Source: an optimization exercise on an open RTL-to-GDS flow (aim: small area, a short achievable clock period and few clock cycles per item). Production flows keep margins and buffers that such runs may drop.
In this exercise RTL edits were held to simulation tests only and were not proved equivalent to the original. The flow treats the clock pin as an ideal source, which a real chip does not have.

## amber
// fp_div_top
module fp_div_top
(
    input  wire logic                        clk,
    input  wire logic                        reset,
    input  wire logic                        in_valid,
    input  wire logic [8+23:0] a,
    input  wire logic [8+23:0] b,
    output logic                             out_valid,
    output logic [8+23:0]     result,
    output logic                             exception,
    output logic                             overflow,
    output logic                             underflow
);
==> flow/config.mk <==
export PLATFORM = sky130hd
export DESIGN_NAME = fp_div_top
export DESIGN_NICKNAME = fp_div_top
export VERILOG_FILES = /design/flow/design.v
export SDC_FILE = /design/flow/constraint.sdc
export NUM_CORES = 4
export LEC_CHECK = 0
export CAP_MARGIN = 20
export CORE_MARGIN = 2
export CORE_UTILIZATION = 40
export CTS_CLUSTER_DIAMETER = 160
export CTS_CLUSTER_SIZE = 32
export SLEW_MARGIN = 20
==> flow/constraint.sdc <==
create_clock -name core_clock -period 15.0 [get_ports {clk}]
set_input_delay 3.0000 -clock core_clock [delete_from_list [all_inputs] [get_ports {clk}]]
set_output_delay 3.0000 -clock core_clock [all_outputs]
set_load 0.01 [all_outputs]
standard.sh (not shown) runs the stock make flow with config.mk's settings and CLKGATE_MAP_FILE= SYNTH_SCRIPT=/design/flow/synth_recipe.tcl, a recipe that flattens the netlist after the stock synthesis.
==> flow/flow/run.sh <==
#!/bin/bash
# Standard synthesis, then the standard layout with repair_timing aiming for
# extra setup slack (the SDC and the clock period are unchanged), and the
# smallest buffer on each port.
set -euo pipefail
bash standard.sh synth > synth.log 2>&1
bash standard.sh SETUP_SLACK_MARGIN=10.8 "BUFFER_PORTS_ARGS=-buffer_cell sky130_fd_sc_hd__buf_1" finish > layout.log 2>&1
amber: done, clean on timing, DRC and antenna
Testbench counts of amber, summed over its fixed seeds: cycles 16,104, items 16,000.
Setup changes, amber to yarrow
- changing CTS_CLUSTER_SIZE from 32 to 26
- setting CTS_BUF_LIST to sky130_fd_sc_hd__clkbuf_16 sky130_fd_sc_hd__clkbuf_8 sky130_fd_sc_hd__clkbuf_4 for the first time
- changing CTS_CLUSTER_DIAMETER from 160 to 150
### Flow results
yarrow finished every step from synthesis to the final layout, and the layout passed the timing, design-rule and antenna checks. Of amber and yarrow, the run reporting the higher actual slew at the worst max-slew pin was yarrow. yarrow: sum of routed wire length over all layers 0.31% above amber. amber vs yarrow, worst setup path startpoint: u_pack.result[10]$_SDFF_PP1_ vs u_pack.result[5]$_SDFF_PP1_. [compare] base=amber new=yarrow: total of hold buffers inserted after clock tree synthesis neither gained nor lost much. Share of the core filled with cells in the final layout was higher in yarrow than in amber. Delta (yarrow minus amber): wire length of the first global-routing pass roughly the same. Summary of yarrow over amber: setup slack barely changed; via count dropped 92; via count of the first global-routing pass barely changed.
Edits applied to the flow inputs when going from yarrow to sierra:
- removing CTS_BUF_LIST (formerly sky130_fd_sc_hd__clkbuf_16 sky130_fd_sc_hd__clkbuf_8 sky130_fd_sc_hd__clkbuf_4)
- changing CTS_CLUSTER_DIAMETER from 150 to 100
- changing CTS_CLUSTER_SIZE from 26 to 20
## What came out
Setup slack: sierra more than yarrow. Number of clock buffers in the layout, sierra and yarrow: higher on sierra. Worst setup slack for register-to-register paths of yarrow is on par with sierra. yarrow → sierra: via count now larger, post-route cell area now larger, area overhead of the layout relative to synthesis now larger, wire length the detailed router placed on met1 comparable, utilization now larger. Taking yarrow as the reference, in sierra fmax shows no meaningful change; final hold slack shows an increase of 8.6 ps.
The inputs of nickel differ from those of sierra as listed below.
- changing CTS_CLUSTER_SIZE from 20 to 26
- changing CTS_CLUSTER_DIAMETER from 100 to 150
==> comparison <==
Timing, DRC, antenna: 0 failures across nickel and sierra. The data arrival time of the critical path on sierra is in line with that on nickel. Of the two values seen for critical-path cell with the highest stage delay, dfxtp_2 was produced by nickel and dfxtp_1 by sierra. Looking at final critical-path setup slack, nickel sits 6.5 ps lower than sierra does. Looking only at worst hold slack, and setting everything else aside, the higher value of nickel and sierra goes to sierra. Cells: nickel has fewer instances than sierra. Wire length of the first global-routing pass | nickel below sierra.

==> separate check: timing with driven ports <==
Ports are ideal in the flow. The routed layouts listed here were re-timed in OpenROAD.
Step 1 (the two cells are an assumption about what drives the block):
set clk [get_ports {clk}]
set_driving_cell -lib_cell sky130_fd_sc_hd__clkbuf_16 $clk
set_driving_cell -lib_cell sky130_fd_sc_hd__buf_2 [delete_from_list [all_inputs] $clk]
Step 2, shift: input delay + t, output delay - t, t = (earliest + latest rising clock arrival at the registers) / 2. This alone moves slack from input paths to output paths.
Slacks: ideal ports / drivers / drivers and shift; pairs: ideal ports / drivers.
run	t, ns	setup WS [ns]	worst setup path after step 2	clock arrival spread, ns
amber	0.673	10.874 / 10.807 / 10.930	register to register	0.034 / 0.034
yarrow	0.686	10.875 / 10.809 / 10.934	register to register	0.034 / 0.035
sierra	0.678	10.881 / 10.817 / 10.920	register to register	0.024 / 0.024
nickel	0.686	10.875 / 10.809 / 10.934	register to register	0.034 / 0.035
After both steps setup and hold are still met in every run listed.
